This design comes from an exercise in tuning for small area on the open sky130 flow, not from production work. No run shown here included a check of the RTL's function; only the layout flow was run.

==> flow/design.v, too long to show whole: its modules and the start of the top module <==
// module tnr_blend_top: 1057 lines
module tnr_blend_top (
    input  logic        clk,
    input  logic        reset,
    input  logic        in_valid,
    input  logic [11:0] cur,
    input  logic [11:0] prev,
    input  logic [8:0]  blend_th0,
    input  logic [8:0]  blend_th1,
    output logic        out_valid,
    output logic [11:0] out_pixel
);
  // ...
==> flow/run.sh <==
#!/bin/bash
# synth_recipe.tcl (not shown) runs the flow's synth.tcl, then flattens the netlist and writes it again
# the make line also repeats each setting of config.mk as NAME=value (left out here)
make -C /OpenROAD-flow-scripts/flow DESIGN_CONFIG=/design/flow/config.mk WORK_HOME=/design/flow/orfs CLKGATE_MAP_FILE= SYNTH_SCRIPT=/design/flow/synth_recipe.tcl finish
==> flow/config.mk <==
export PLATFORM = sky130hd
export DESIGN_NAME = tnr_blend_top
export DESIGN_NICKNAME = tnr_blend_top
export VERILOG_FILES = /design/flow/design.v
export SDC_FILE = /design/flow/constraint.sdc
export NUM_CORES = 4
export LEC_CHECK = 0
export CAP_MARGIN = 20
export CORE_MARGIN = 2
export CORE_UTILIZATION = 40
export SLEW_MARGIN = 20
==> flow/constraint.sdc <==
create_clock -name core_clock -period 5.0 [get_ports {clk}]
set_input_delay 1.0000 -clock core_clock [delete_from_list [all_inputs] [get_ports {clk}]]
set_output_delay 1.0000 -clock core_clock [all_outputs]
set_load 0.01 [all_outputs]
==> flow_summary_export.csv, run 1 <==
group,metric,value,unit
worst_setup_path,cp.required,5.31,ns
worst_setup_path,worst-path-buf-inv,2,
detailed_routing,vias,8725,
final_layout,final-clk-cell-share,4.12,%
status,status,"complete, but fails checks",
clocking,cts_htree_levels,4,
clocking,cts_resized,58,
die,core_area,27600,um^2
placement,dpl.hpwl,17.8,mm
synthesis,synth_common_cells,"dfxtp_1, inv_1, ha_1, nand2_1, xnor2_1",
clocking,postCtsHoldBufs,0,
global_routing,gr-usage-met1,19.7,%
clocking,root_buffer,"clkbuf_16",
final_layout,buffer_area_share,14.7,%
worst_setup_path,path_max_fanout,5,
detailed_routing,drt-met1-wl,10.5,mm
synthesis,synthArstFlopShare,0,%
global_routing,grtUsageMet3,3.03,%
sta,rsz0062_at_grt,"yes",
detailed_routing,firstDrtPassIters,4,
synthesis,synth_warnings,1,
die,initial_core_util,40.3,%
sta,setup_slack,-0.168,ns
sta,fin_crit_sh,103,%
clocking,cts_sinks,176,
synthesis,yosys.area_share.simple,12.7,%
sta,setup_viol,18,
status,check.faults,"setup timing",
==> run 2, diff against run 1 <==
--- a/flow/config.mk
+++ b/flow/config.mk
@@ -7,5 +7,6 @@
 export LEC_CHECK = 0
 export CAP_MARGIN = 20
 export CORE_MARGIN = 2
-export CORE_UTILIZATION = 40
+export CORE_UTILIZATION = 60
+export GPL_TIMING_DRIVEN = 0
 export SLEW_MARGIN = 20
==> flow_summary_export.csv, run 2 <==
group,metric,value,unit
synthesis,synth_cell_types,64,
worst_setup_path,crit_path_end_kind,"flop",
placement,dpl.hpwl,15.2,mm
synthesis,synth_area_per_cell,9.51,um^2
sta,period_needed,5.34,ns
final_layout,nets,1569,
clocking,clkLatencyLatePin,0.44,ns
final_layout,area_growth,30.8,%
global_routing,met2_usage,42.1,%
clocking,cts.path.max_buffers,2,
synthesis,synth_area_leaders,"dfxtp_1, ha_1, fa_1",
status,status,"complete, but fails checks",
sta,fin_crit_sh,107,%
final_layout,layout_common_cells,"dfxtp_1, inv_1, ha_1",
die,num_rows,49,
clocking,root_buffer,"clkbuf_16",
final_layout,fill_cells,1119,
status,check.faults,"setup timing",
run,cap_viol_max_count,0,
synthesis,yosys.area.top_type,"dfxtp_1",
die,ioPinCount,58,
worst_setup_path,worstSetupPathType,"reg -> reg",
clocking,cts_htree_levels,4,
clocking,cts_tree,"done",
synthesis,synth_seq_area_share,31.6,%
sta,tightest_slew,0.782,ns
detailed_routing,via_per_inst,5.34,
sta,slew_viol_final,0,
detailed_routing,wl_per_cell,15.6,um
synthesis,ys_ff_latch,176,
synthesis,synthArstFlopShare,0,%
sta,max_freq,187,MHz
die,fp.dieH,140,um
global_routing,grt-busiest-layer,"met2",
sta,setup_slack,-0.344,ns
detailed_routing,vias,8428,
die,initial_core_util,61.6,%
clocking,clkTransAtPathRegs,0.07,ns
global_routing,gr-usage-met1,29.2,%
clocking,cts_buffers,17,
placement,portBuffers,57,
synthesis,netlist.area_leader.share,31.6,%
worst_setup_path,critical-path-max-stage-delay,0.35,ns
detailed_routing,finalWirelength,24.7,mm
worst_setup_path,cp_top_family,"compound AO/OA/AOI/OAI gates",
detailed_routing,initialDrtViolationCount,334,
sta,hold_viol,0,
synthesis,syn_area,11100,um^2
die,die_area,19700,um^2
worst_setup_path,arrival,5.66,ns
worst_setup_path,cp.required,5.31,ns
final_layout,layout_commonest_cell,"dfxtp_1",
global_routing,grt_overflow_total,0,
placement,preCtsSetupSlack,-1.20,ns
worst_setup_path,slowest_stage,"ha_1",
global_routing,antenna_found_initial,0,
worst_setup_path,crit_path_start_kind,"flop",
clocking,postCtsHoldBufs,0,
global_routing,grt_pass1_wl,38.1,mm
final_layout,antenna_cells,0,
worst_hold_path,holdCritPathClass,"reg -> reg",
sta,rsz0062_at_grt,"yes",
die,die_width,140,um
sta,maxSlewHeadroom,47.2,%
final_layout,drive_above_1_share,24.4,%
detailed_routing,firstDrtPassIters,5,
die,core_area,18100,um^2
global_routing,grtUsageMet3,3.35,%
detailed_routing,drcViolationCount,0,
synthesis,yosysMostFrequentCell,"dfxtp_1",
sta,finClkSkew,0.0154,ns
placement,place_congestion,0.828,
worst_setup_path,worst-path-buf-inv,2,
global_routing,grt_pass1_vias,8400,
detailed_routing,antenna_left,0,
sta,holdWs,0.317,ns
synthesis,synth_cells,1172,
final_layout,fin_util,80.6,%
synthesis,synth_warnings,1,
worst_setup_path,path_max_fanout,8,
global_routing,grt_usage,23.7,%
synthesis,syn_nets,1404,
sta,setup_viol,20,
sta,tns,-5.51,ns
synthesis,synth_edf_count,0,
synthesis,synth_ff_type,"dfxtp_1",
synthesis,synth_common_cells,"dfxtp_1, inv_1, ha_1, nand2_1, xnor2_1",
clocking,cts_sinks,176,
global_routing,grt_max_degree,22,
-- run 2: cell counts after synthesis --
No cell type changed its count.
-- run 2: area by class of cell --
| cell class | count | area [um^2] | area share, % |
|---|---|---|---|
| Multi-Input combinational cell | 814 | 8090 | 55.5 |
| Sequential cell | 176 | 3560 | 24.4 |
| Timing Repair Buffer | 148 | 1290 | 8.87 |
| Inverter | 173 | 662 | 4.54 |
| Clock buffer | 17 | 425 | 2.92 |
| Tap cell | 229 | 287 | 1.96 |
| Clock inverter | 15 | 201 | 1.38 |
| Buffer | 7 | 60.1 | 0.412 |
-- run 2: layer usage --
metal	part of all wire, %	up-vias	wire length [um]
met1	42	4007	10300
met5	0	-	0
met2	53	170	13000
li1	-	4193	-
met4	2.9	0	712
met3	2.7	58	677
-- run 2: stage by stage --
stage          cells  area [um^2]
6_report        1579        14600
5_1_grt         1579        14600
3_5_place_dp    1458        12200
4_1_cts         1555        13800
2_1_floorplan   1172        11300
3_3_place_gp    1458        12200
-- run 2: worst paths after layout --
path | start | to | slack [ns] | cells after the start
worst max-delay path | c0_r[1] | c3_r[3] | -0.34 | 28
worst min-delay path | c3_q[0] | c6_q[3] | 0.32 | 0
worst max register to register | c0_r[1] | c3_r[3] | -0.34 | 28
worst min register to register | c3_q[0] | c6_q[3] | 0.32 | 0
-- run 2: cells by family (layout without fill, tap and decap cells) --
| family | after synthesis | after routing | synth area share, % |
|---|---|---|---|
| AO/OA/AOI/OAI | 186 | 187 | 12.5 |
| XOR/XNOR | 129 | 129 | 10.1 |
| multiplexers | 18 | 18 | 1.77 |
| buffers and inverters | 184 | 360 | 6.35 |
| AND/OR/NAND/NOR | 292 | 293 | 12.7 |
| flip-flops | 176 | 176 | 31.6 |
| adder cells (fa/ha/maj) | 187 | 187 | 24.9 |
-- run 2: repair_timing --
action,4_1_cts,5_1_grt
setup buffers,61,28
cloned,4,0
endpoints found under the setup margin,42,45
endpoints found under the hold margin,0,0
gates resized for setup,116,107
pin swaps,99,73

[static timing again, ports no longer ideal]
No port has a modelled driver above. Below, the same layouts with a new extraction and two added sets of constraints. Step 1 assumes that a clkbuf_16 drives the clock port and a buf_2 every other input. Step 2, shift: input delay + t, output delay - t, t = (earliest + latest rising clock arrival at the registers) / 2. This alone moves slack from input paths to output paths. a / b / c = no drivers / after step 1 / after step 2; a / b = the first two.
| run | t (ns) | setup WS [ns] | worst register clock-pin slew, ns | pins driven straight from the clock port |
|---|---|---|---|---|
| run 1 | 0.478 | -0.168 / -0.168 / -0.339 | 0.09 / 0.09 | 1 |
| run 2 | 0.480 | -0.344 / -0.344 / -0.375 | 0.08 / 0.08 | 1 |
For run 1, which loses most, drivers alone change the setup slack by 0.000 ns; drivers and shift together by -0.171 ns.
